This is an optimization exercise on Yosys and OpenROAD, whose aim is small area, not a production implementation.
In this exercise RTL edits were held to simulation tests only and were not proved equivalent to the original.
Power is estimated from default activity; no workload was simulated.

==> design/flow/run.sh <==
#!/bin/bash
# synth_recipe.tcl (not shown) runs the flow's synth.tcl, then flattens the netlist and writes it again
# the make line also repeats each setting of config.mk as NAME=value (left out here)
make -C /OpenROAD-flow-scripts/flow DESIGN_CONFIG=/design/flow/config.mk WORK_HOME=/design/flow/orfs CLKGATE_MAP_FILE= SYNTH_SCRIPT=/design/flow/synth_recipe.tcl finish
==> design/flow/config.mk <==
export PLATFORM = sky130hd
export DESIGN_NAME = rv_core_top
export DESIGN_NICKNAME = rv_core_top
export VERILOG_FILES = /design/flow/design.v
export SDC_FILE = /design/flow/constraint.sdc
export NUM_CORES = 4
export LEC_CHECK = 0
export CAP_MARGIN = 20
export CORE_MARGIN = 2
export CORE_UTILIZATION = 40
export SLEW_MARGIN = 20
==> design/flow/constraint.sdc <==
create_clock -name core_clock -period 8.0 [get_ports {clk}]
set_input_delay 1.6000 -clock core_clock [delete_from_list [all_inputs] [get_ports {clk}]]
set_output_delay 1.6000 -clock core_clock [all_outputs]
set_load 0.01 [all_outputs]
==> design/flow/design.v <==
package rv_pkg;
    localparam int XLEN       = 32;
    localparam int REG_ADDR_W = 5;
    localparam int ALU_OP_W   = 4;
    localparam logic [ALU_OP_W-1:0] ALU_ADD  = 4'd0;
    localparam logic [ALU_OP_W-1:0] ALU_SUB  = 4'd1;
    localparam logic [ALU_OP_W-1:0] ALU_SLL  = 4'd2;
    localparam logic [ALU_OP_W-1:0] ALU_SLT  = 4'd3;
    localparam logic [ALU_OP_W-1:0] ALU_SLTU = 4'd4;
    localparam logic [ALU_OP_W-1:0] ALU_XOR  = 4'd5;
    localparam logic [ALU_OP_W-1:0] ALU_SRL  = 4'd6;
    localparam logic [ALU_OP_W-1:0] ALU_SRA  = 4'd7;
    localparam logic [ALU_OP_W-1:0] ALU_OR   = 4'd8;
    localparam logic [ALU_OP_W-1:0] ALU_AND  = 4'd9;
    localparam logic [6:0] OPC_OP     = 7'b0110011;
    localparam logic [6:0] OPC_OP_IMM = 7'b0010011;
    typedef union packed {
        struct packed {
            logic [6:0]            funct7;
            logic [REG_ADDR_W-1:0] rs2;
            logic [REG_ADDR_W-1:0] rs1;
            logic [2:0]            funct3;
            logic [REG_ADDR_W-1:0] rd;
            logic [6:0]            opcode;
        } r_fmt;
        struct packed {
            logic [11:0]           imm12;
            logic [REG_ADDR_W-1:0] rs1;
            logic [2:0]            funct3;
            logic [REG_ADDR_W-1:0] rd;
            logic [6:0]            opcode;
        } i_fmt;
    } instr_u;
endpackage
module alu (
    input  logic [rv_pkg::ALU_OP_W-1:0] op_i,
    input  logic [rv_pkg::XLEN-1:0]     a_i,
    input  logic [rv_pkg::XLEN-1:0]     b_i,
    output logic [rv_pkg::XLEN-1:0]     result_o
);
    logic [4:0] shamt;
    assign shamt = b_i[4:0];
    always_comb begin
        case (op_i)
            rv_pkg::ALU_ADD:  result_o = a_i + b_i;
            rv_pkg::ALU_SUB:  result_o = a_i - b_i;
            rv_pkg::ALU_SLL:  result_o = a_i << shamt;
            rv_pkg::ALU_SLT:  result_o = {{(rv_pkg::XLEN-1){1'b0}}, $signed(a_i) < $signed(b_i)};
            rv_pkg::ALU_SLTU: result_o = {{(rv_pkg::XLEN-1){1'b0}}, a_i < b_i};
            rv_pkg::ALU_XOR:  result_o = a_i ^ b_i;
            rv_pkg::ALU_SRL:  result_o = a_i >> shamt;
            rv_pkg::ALU_SRA:  result_o = $unsigned($signed(a_i) >>> shamt);
            rv_pkg::ALU_OR:   result_o = a_i | b_i;
            rv_pkg::ALU_AND:  result_o = a_i & b_i;
            default:  result_o = '0;
        endcase
    end
endmodule
module register_file (
    input  logic                          clk,
    input  logic                          arst_n_i,
    input  logic [rv_pkg::REG_ADDR_W-1:0] rs1_addr_i,
    input  logic [rv_pkg::REG_ADDR_W-1:0] rs2_addr_i,
    output logic [rv_pkg::XLEN-1:0]       rs1_data_o,
    output logic [rv_pkg::XLEN-1:0]       rs2_data_o,
    input  logic                          we_i,
    input  logic [rv_pkg::REG_ADDR_W-1:0] waddr_i,
    input  logic [rv_pkg::XLEN-1:0]       wdata_i
);
    logic [rv_pkg::XLEN-1:0] regs [0:31];
    always_ff @(posedge clk or negedge arst_n_i) begin
        if (!arst_n_i) begin
            for (int i = 0; i < 32; i++) begin
                regs[i] <= '0;
            end
        end else if (we_i && waddr_i != '0) begin
            regs[waddr_i] <= wdata_i;
        end
    end
    always_comb begin
        if (rs1_addr_i == '0) begin
            rs1_data_o = '0;
        end else if (we_i && waddr_i == rs1_addr_i) begin
            rs1_data_o = wdata_i;
        end else begin
            rs1_data_o = regs[rs1_addr_i];
        end
    end
    always_comb begin
        if (rs2_addr_i == '0) begin
            rs2_data_o = '0;
        end else if (we_i && waddr_i == rs2_addr_i) begin
            rs2_data_o = wdata_i;
        end else begin
            rs2_data_o = regs[rs2_addr_i];
        end
    end
endmodule
module decode_stage (
    input  logic                          clk,
    input  logic                          arst_n_i,
    input  logic                          instr_valid_i,
    input  rv_pkg::instr_u                instr_i,
    output logic [rv_pkg::REG_ADDR_W-1:0] rs1_addr_o,
    output logic [rv_pkg::REG_ADDR_W-1:0] rs2_addr_o,
    input  logic [rv_pkg::XLEN-1:0]       rs1_data_i,
    input  logic [rv_pkg::XLEN-1:0]       rs2_data_i,
    output logic                          req_valid_o,
    output logic [rv_pkg::REG_ADDR_W-1:0] req_rd_o,
    output logic [rv_pkg::REG_ADDR_W-1:0] req_rs1_o,
    output logic [rv_pkg::REG_ADDR_W-1:0] req_rs2_o,
    output logic [rv_pkg::ALU_OP_W-1:0]   req_alu_op_o,
    output logic [rv_pkg::XLEN-1:0]       req_op_a_o,
    output logic [rv_pkg::XLEN-1:0]       req_op_b_o,
    output logic                          req_use_imm_o,
    output logic [rv_pkg::XLEN-1:0]       req_imm_o
);
    logic                        if_id_valid;
    rv_pkg::instr_u              if_id_instr;
    logic                        is_op;
    logic                        is_op_imm;
    logic                        legal;
    logic                        dec_valid;
    logic [rv_pkg::ALU_OP_W-1:0] dec_alu_op;
    logic [rv_pkg::XLEN-1:0]     dec_imm;
    always_ff @(posedge clk or negedge arst_n_i) begin
        if (!arst_n_i) begin
            if_id_valid <= 1'b0;
        end else begin
            if_id_valid <= instr_valid_i;
        end
    end
    always_ff @(posedge clk) begin
        if_id_instr <= instr_i;
    end
    assign is_op     = if_id_instr.r_fmt.opcode == rv_pkg::OPC_OP;
    assign is_op_imm = if_id_instr.i_fmt.opcode == rv_pkg::OPC_OP_IMM;
    always_comb begin
        legal = 1'b0;
        if (is_op) begin
            legal = (if_id_instr.r_fmt.funct7 == 7'b0000000) ||
                    (if_id_instr.r_fmt.funct7 == 7'b0100000 &&
                     (if_id_instr.r_fmt.funct3 == 3'd0 || if_id_instr.r_fmt.funct3 == 3'd5));
        end else if (is_op_imm) begin
            case (if_id_instr.i_fmt.funct3)
                3'd1:    legal = if_id_instr.i_fmt.imm12[11:5] == 7'b0000000;
                3'd5:    legal = if_id_instr.i_fmt.imm12[11:5] == 7'b0000000 ||
                                 if_id_instr.i_fmt.imm12[11:5] == 7'b0100000;
                default: legal = 1'b1;
            endcase
        end
    end
    assign dec_valid = if_id_valid && legal && (if_id_instr.r_fmt.rd != '0);
    always_comb begin
        case (if_id_instr.r_fmt.funct3)
            3'd0:    dec_alu_op = (is_op && if_id_instr.r_fmt.funct7[5]) ? rv_pkg::ALU_SUB : rv_pkg::ALU_ADD;
            3'd1:    dec_alu_op = rv_pkg::ALU_SLL;
            3'd2:    dec_alu_op = rv_pkg::ALU_SLT;
            3'd3:    dec_alu_op = rv_pkg::ALU_SLTU;
            3'd4:    dec_alu_op = rv_pkg::ALU_XOR;
            3'd5:    dec_alu_op = if_id_instr.r_fmt.funct7[5] ? rv_pkg::ALU_SRA : rv_pkg::ALU_SRL;
            3'd6:    dec_alu_op = rv_pkg::ALU_OR;
            default: dec_alu_op = rv_pkg::ALU_AND;
        endcase
    end
    assign dec_imm    = {{(rv_pkg::XLEN-12){if_id_instr.i_fmt.imm12[11]}}, if_id_instr.i_fmt.imm12};
    assign rs1_addr_o = if_id_instr.r_fmt.rs1;
    assign rs2_addr_o = if_id_instr.r_fmt.rs2;
    always_ff @(posedge clk or negedge arst_n_i) begin
        if (!arst_n_i) begin
            req_valid_o <= 1'b0;
        end else begin
            req_valid_o <= dec_valid;
        end
    end
    always_ff @(posedge clk) begin
        req_rd_o      <= if_id_instr.r_fmt.rd;
        req_rs1_o     <= if_id_instr.r_fmt.rs1;
        req_rs2_o     <= if_id_instr.r_fmt.rs2;
        req_alu_op_o  <= dec_alu_op;
        req_op_a_o    <= rs1_data_i;
        req_op_b_o    <= rs2_data_i;
        req_use_imm_o <= is_op_imm;
        req_imm_o     <= dec_imm;
    end
endmodule
module execute_stage (
    input  logic                          clk,
    input  logic                          arst_n_i,
    input  logic                          req_valid_i,
    input  logic [rv_pkg::REG_ADDR_W-1:0] req_rd_i,
    input  logic [rv_pkg::REG_ADDR_W-1:0] req_rs1_i,
    input  logic [rv_pkg::REG_ADDR_W-1:0] req_rs2_i,
    input  logic [rv_pkg::ALU_OP_W-1:0]   req_alu_op_i,
    input  logic [rv_pkg::XLEN-1:0]       req_op_a_i,
    input  logic [rv_pkg::XLEN-1:0]       req_op_b_i,
    input  logic                          req_use_imm_i,
    input  logic [rv_pkg::XLEN-1:0]       req_imm_i,
    output logic                          ex_mem_valid_o,
    output logic [rv_pkg::REG_ADDR_W-1:0] ex_mem_rd_o,
    output logic [rv_pkg::XLEN-1:0]       ex_mem_data_o,
    input  logic                          mem_wb_valid_i,
    input  logic [rv_pkg::REG_ADDR_W-1:0] mem_wb_rd_i,
    input  logic [rv_pkg::XLEN-1:0]       mem_wb_data_i
);
    logic [rv_pkg::XLEN-1:0] fwd_a;
    logic [rv_pkg::XLEN-1:0] fwd_b;
    logic [rv_pkg::XLEN-1:0] alu_b;
    logic [rv_pkg::XLEN-1:0] alu_result;
    always_comb begin
        if (ex_mem_valid_o && ex_mem_rd_o == req_rs1_i) begin
            fwd_a = ex_mem_data_o;
        end else if (mem_wb_valid_i && mem_wb_rd_i == req_rs1_i) begin
            fwd_a = mem_wb_data_i;
        end else begin
            fwd_a = req_op_a_i;
        end
    end
    always_comb begin
        if (ex_mem_valid_o && ex_mem_rd_o == req_rs2_i) begin
            fwd_b = ex_mem_data_o;
        end else if (mem_wb_valid_i && mem_wb_rd_i == req_rs2_i) begin
            fwd_b = mem_wb_data_i;
        end else begin
            fwd_b = req_op_b_i;
        end
    end
    assign alu_b = req_use_imm_i ? req_imm_i : fwd_b;
    alu u_alu (
        .op_i     (req_alu_op_i),
        .a_i      (fwd_a),
        .b_i      (alu_b),
        .result_o (alu_result)
    );
    always_ff @(posedge clk or negedge arst_n_i) begin
        if (!arst_n_i) begin
            ex_mem_valid_o <= 1'b0;
        end else begin
            ex_mem_valid_o <= req_valid_i;
        end
    end
    always_ff @(posedge clk) begin
        ex_mem_rd_o   <= req_rd_i;
        ex_mem_data_o <= alu_result;
    end
endmodule
module writeback_stage (
    input  logic                          clk,
    input  logic                          arst_n_i,
    input  logic                          ex_mem_valid_i,
    input  logic [rv_pkg::REG_ADDR_W-1:0] ex_mem_rd_i,
    input  logic [rv_pkg::XLEN-1:0]       ex_mem_data_i,
    output logic                          mem_wb_valid_o,
    output logic [rv_pkg::REG_ADDR_W-1:0] mem_wb_rd_o,
    output logic [rv_pkg::XLEN-1:0]       mem_wb_data_o
);
    always_ff @(posedge clk or negedge arst_n_i) begin
        if (!arst_n_i) begin
            mem_wb_valid_o <= 1'b0;
        end else begin
            mem_wb_valid_o <= ex_mem_valid_i;
        end
    end
    always_ff @(posedge clk) begin
        mem_wb_rd_o   <= ex_mem_rd_i;
        mem_wb_data_o <= ex_mem_data_i;
    end
endmodule
module rv_core_top (
    input  logic                          clk,
    input  logic                          arst_n_i,
    input  logic                          instr_valid_i,
    input  logic [rv_pkg::XLEN-1:0]       instr_i,
    output logic                          wb_valid_o,
    output logic [rv_pkg::REG_ADDR_W-1:0] wb_rd_o,
    output logic [rv_pkg::XLEN-1:0]       wb_data_o
);
    logic [rv_pkg::REG_ADDR_W-1:0] rs1_addr;
    logic [rv_pkg::REG_ADDR_W-1:0] rs2_addr;
    logic [rv_pkg::XLEN-1:0]       rs1_data;
    logic [rv_pkg::XLEN-1:0]       rs2_data;
    logic                          req_valid;
    logic [rv_pkg::REG_ADDR_W-1:0] req_rd;
    logic [rv_pkg::REG_ADDR_W-1:0] req_rs1;
    logic [rv_pkg::REG_ADDR_W-1:0] req_rs2;
    logic [rv_pkg::ALU_OP_W-1:0]   req_alu_op;
    logic [rv_pkg::XLEN-1:0]       req_op_a;
    logic [rv_pkg::XLEN-1:0]       req_op_b;
    logic                          req_use_imm;
    logic [rv_pkg::XLEN-1:0]       req_imm;
    logic                          ex_mem_valid;
    logic [rv_pkg::REG_ADDR_W-1:0] ex_mem_rd;
    logic [rv_pkg::XLEN-1:0]       ex_mem_data;
    logic                          mem_wb_valid;
    logic [rv_pkg::REG_ADDR_W-1:0] mem_wb_rd;
    logic [rv_pkg::XLEN-1:0]       mem_wb_data;
    decode_stage u_decode (
        .clk           (clk),
        .arst_n_i      (arst_n_i),
        .instr_valid_i (instr_valid_i),
        .instr_i       (instr_i),
        .rs1_addr_o    (rs1_addr),
        .rs2_addr_o    (rs2_addr),
        .rs1_data_i    (rs1_data),
        .rs2_data_i    (rs2_data),
        .req_valid_o   (req_valid),
        .req_rd_o      (req_rd),
        .req_rs1_o     (req_rs1),
        .req_rs2_o     (req_rs2),
        .req_alu_op_o  (req_alu_op),
        .req_op_a_o    (req_op_a),
        .req_op_b_o    (req_op_b),
        .req_use_imm_o (req_use_imm),
        .req_imm_o     (req_imm)
    );
    register_file u_regfile (
        .clk        (clk),
        .arst_n_i   (arst_n_i),
        .rs1_addr_i (rs1_addr),
        .rs2_addr_i (rs2_addr),
        .rs1_data_o (rs1_data),
        .rs2_data_o (rs2_data),
        .we_i       (mem_wb_valid),
        .waddr_i    (mem_wb_rd),
        .wdata_i    (mem_wb_data)
    );
    execute_stage u_execute (
        .clk            (clk),
        .arst_n_i       (arst_n_i),
        .req_valid_i    (req_valid),
        .req_rd_i       (req_rd),
        .req_rs1_i      (req_rs1),
        .req_rs2_i      (req_rs2),
        .req_alu_op_i   (req_alu_op),
        .req_op_a_i     (req_op_a),
        .req_op_b_i     (req_op_b),
        .req_use_imm_i  (req_use_imm),
        .req_imm_i      (req_imm),
        .ex_mem_valid_o (ex_mem_valid),
        .ex_mem_rd_o    (ex_mem_rd),
        .ex_mem_data_o  (ex_mem_data),
        .mem_wb_valid_i (mem_wb_valid),
        .mem_wb_rd_i    (mem_wb_rd),
        .mem_wb_data_i  (mem_wb_data)
    );
    writeback_stage u_writeback (
        .clk            (clk),
        .arst_n_i       (arst_n_i),
        .ex_mem_valid_i (ex_mem_valid),
        .ex_mem_rd_i    (ex_mem_rd),
        .ex_mem_data_i  (ex_mem_data),
        .mem_wb_valid_o (mem_wb_valid),
        .mem_wb_rd_o    (mem_wb_rd),
        .mem_wb_data_o  (mem_wb_data)
    );
    assign wb_valid_o = mem_wb_valid;
    assign wb_rd_o    = mem_wb_rd;
    assign wb_data_o  = mem_wb_data;
endmodule
==> run summary <==
cell type report:
type | instances | area, sq um | area share [%]
Multi-Input combinational cell | 4105 | 32400 | 45.2
Clock inverter | 47 | 656 | 0.916
Antenna cell | 15 | 37.5 | 0.0524
Timing Repair Buffer | 318 | 2700 | 3.77
Inverter | 97 | 364 | 0.509
Tap cell | 2058 | 2570 | 3.60
Clock buffer | 196 | 3990 | 5.58
Sequential cell | 1193 | 28900 | 40.3
state kept, by name (all words and copies together), names as in the netlist:
name	count
u_decode.if_id_valid	1
u_execute.ex_mem_data_o	32
u_writeback.mem_wb_data_o	32
u_decode.req_rd_o	5
u_execute.ex_mem_valid_o	1
u_execute.ex_mem_rd_o	5
u_writeback.mem_wb_rd_o	5
u_decode.req_imm_o	8
u_decode.req_use_imm_o	1
u_regfile.regs	992
u_decode.req_op_a_o	32
u_decode.if_id_instr	32
u_writeback.mem_wb_valid_o	1
u_decode.req_rs2_o	4
u_decode.req_valid_o	1
u_decode.req_alu_op_o	4
u_decode.req_op_b_o	32
u_decode.req_rs1_o	5
cell usage after synthesis, types with 37 or more instances:
master,instances,area share (%)
a22o_1,119,1.7
a222oi_1,65,1.0
a221oi_1,144,2.0
buf_2,45,0.36
nand3_1,244,1.9
nand4_1,144,1.4
clkbuf_1,428,2.5
nor3_1,152,1.2
inv_1,90,0.53
a31oi_1,37,0.37
mux2_2,1004,18
o21ai_0,146,1.2
nand2_1,149,0.89
a22oi_1,608,7.2
mux2i_1,56,0.89
ha_1,97,1.9
dfxtp_1,197,6.2
o211ai_1,41,0.49
a211oi_1,49,0.58
dfrtp_1,996,39
a21oi_1,227,1.8
nor4_1,58,0.57
buf_1,64,0.38
nor2_1,363,2.2
o21ai_1,37,0.29
final timing paths:
| check | cells past startpoint | startpoint | slack (ns) | to |
|---|---|---|---|---|
| max | 17 | u_writeback.mem_wb_rd_o[1]$_DFF_P_ | 1.60 | u_execute.ex_mem_data_o[30]$_DFF_P_ |
| min | 0 | u_decode.if_id_instr[27]$_DFF_P_ | 0.35 | u_decode.req_imm_o[7]$_DFF_P_ |
| max reg2reg | 17 | u_writeback.mem_wb_rd_o[1]$_DFF_P_ | 1.60 | u_execute.ex_mem_data_o[30]$_DFF_P_ |
| min reg2reg | 0 | u_decode.if_id_instr[27]$_DFF_P_ | 0.35 | u_decode.req_imm_o[7]$_DFF_P_ |
| max in group asynchronous | 3 | arst_n_i | 5.29 | u_regfile.regs[28][8]$_DFFE_PN0P_ |
| min in group asynchronous | 1 | arst_n_i | 0.87 | u_regfile.regs[23][30]$_DFFE_PN0P_ |
metal layers:
layer  GRT usage, %  up-vias  wire length (um)
met3           16.0     1862             46100
li1               -    22600                 -
met2           55.4     5491            132000
met4           31.2       24             33100
met1           47.2    29400            115000
met5          0.268        -               180
power breakdown:
part	switching (mW)	internal (mW)
Sequential	0.127	6.09
Combinational	0.967	0.293
Clock	2.73	3.90
worst max-delay path: stages (launching register included):
cell and delay, ns:
dfxtp_1 0.75, xnor2_1 0.23, and4_1 0.39, buf_4 0.37
nand3_1 0.13, a31oi_1 0.77, ha_1 0.44, nand2b_1 0.15
a21oi_1 0.12, o21a_1 0.21, a211oi_1 0.58, a21oi_1 0.23
o21ai_0 0.29, a2111oi_0 0.15, a2111oi_0 1.01, nor3_1 0.12
nor4_1 0.21, nand3_1 0.10
through the flow:
step | power [mW] | instances | hold WS (ns) | setup slack, ns | utilization (%)
finish | 14.1 | 8029 | 0.349 | 1.60 | 45.7
global route | 14.4 | 8014 | 0.353 | 1.36 | 45.7
CTS | 14.0 | 8012 | 0.353 | 1.85 | 45.7
detailed placement | 7.52 | 7769 | 0.336 | 1.91 | 42.7
global placement | 7.53 | 7768 | 0.332 | 1.97 | 42.7
floorplan | 6.81 | 5947 | 0.310 | 3.17 | -
cell families after synthesis:
family / share of synthesized area (%)
compound gates: 19.3
simple gates: 9.62
flops: 45.7
mux: 18.8
buf+inv: 4.07
fa+ha+maj: 1.99
xor+xnor: 0.527
==> summary.md <==
| Metric | Value |
|---|---|
| Run status | complete, no violations |
| Root Driver | clkbuf_16 |
| Syn Inst Count | between 5000 and 6000 |
| Post-synthesis sequential area ratio | between 40 and 50% |
| Clk buf depth | 3 |
| Final GP Congestion | ~1.1 |
| Pin count of the biggest net entering global routing | between 150 and 200 |
| TritonCTS clock tree | yes |
| RSZ-0062 raised after global routing | false |
| Starting Density | ~40% |
| Initial DRC count | between 10000 and 15000 |
| Worst slew pin tran | ~1.3 ns |
| Fillers | between 10000 and 15000 |
| Post-route design area | about 70000 sq um |
| First-pass GRT wire length | approximately 450000 um |
| Max cap viols | 0 |
| DRT Pass-1 Iters | 8 |
| Vias in the first global route | 56200 |
| Syn_nets | about 6100 |
| Final setup violating endpoints | 0 |
| Most frequent cells in the layout | mux2_2, dfrtp_1, a22oi_1, nor2_1, nand3_1 |
| CTS Buf Count | 133 |
| Core Region | around 160000 sq um |
| Fmax achieved | ~160 MHz |
| Port-buffer cells | 72 |
| Drt total wl | around 330000 um |
| Die area | between 150000 and 200000 sq um |
| Std cell rows | around 150 |
| Register clock-pin slew on the reported worst setup and hold paths | approximately 0.060 ns |
| Setup Skew | between 0.02 and 0.03 ns |
| Clk Latency, worst-skew pair | roughly 0.8 ns |
| Slew HR | ~11% |
| Leak pwr | around 32 nW |
| Final period utilization | between 70 and 80% |
| Avg Inst Size Synth | between 10 and 15 sq um |
| Synth cell types | 93 |
| Synthesis Warnings | 6 |
| DR vias/cell | 7.39 |
| Area after DPL | around 67000 sq um |
| Number of synthesized flops with an enable pin | 0 |
| Critical path class | reg2reg |
| Setup_tns | 0 ns |
| Crit Path Max Fanout | 28 |
| Remaining DRCs | 0 |
| Max-slew violation count | 0 |
| Final #Nets | 5982 |
| Share of layout cells above drive strength 1 | approximately 28% |
| Routed len/inst | 40.7 um |
| Vias after detailed routing | about 59000 |
| Postcts setup bufs | 0 |
| Synth Register Bits | between 1000 and 1500 |
| HP Class | reg2reg |
| Endpoints failing hold | 0 |
| Hpwl dp | 194000 um |
| # IOs | 73 |
| GRT Residual Overflow | 0 |
| H-tree Lvls | 4 |
| Chip height | 401 um |
| Routed Antenna Nets | 0 |
| P per Cell Area | approximately 200 nW/um^2 |
| Crit start category | flop |
| Peak VDD IR | between 0.0002 and 0.0003 V |
| Most common cell after layout, fill and taps aside | mux2_2 |
| Synth Cell Area | roughly 63000 sq um |
| GRT Resource Usage Total | 39.3% |
| Die Wd | around 400 um |
| Crit path time final | 6.40 ns |
| # resized after CTS | 0 |
| Hold_buf cts | 0 |
| Crit end category | flop |
| Top_reg_cell synth | dfrtp_1 |
| Initial antenna violation count | 19 |
| TritonCTS Sinks | roughly 1200 |
| Ys async rst share | between 80% and 90% |
| Required @ worst endpoint | ~8.7 ns |
| Synthesis-to-finish area growth | 13.3% |
| Arr. time, crit path | 7.06 ns |

## static timing again, ports no longer ideal
No port has a modelled driver above. Below, the same layout with a new extraction and two added sets of constraints. Step 1: set_driving_cell puts a clkbuf_16 on clk and a buf_2 on each other input, an assumption about the parent block. Step 2 adds t to the input delays and takes it off the output delays; t is the mean of the earliest and latest rising clock arrival at the registers after step 1. Input paths then give back, and output paths get back, about the clock's delay inside the block. Three values: ideal, step 1, step 2; two values: the first two.
shift t [ns]: 0.863
setup slack, ns: 1.605 / 1.605 / 1.605
worst setup path after step 2: register to register
clock arrival spread, ns: 0.039 / 0.039
cell pins on the clock port's net: 1
After both steps setup and hold are still met in this run. For this run, drivers alone change the setup slack by 0.000 ns; drivers and shift together by 0.000 ns.
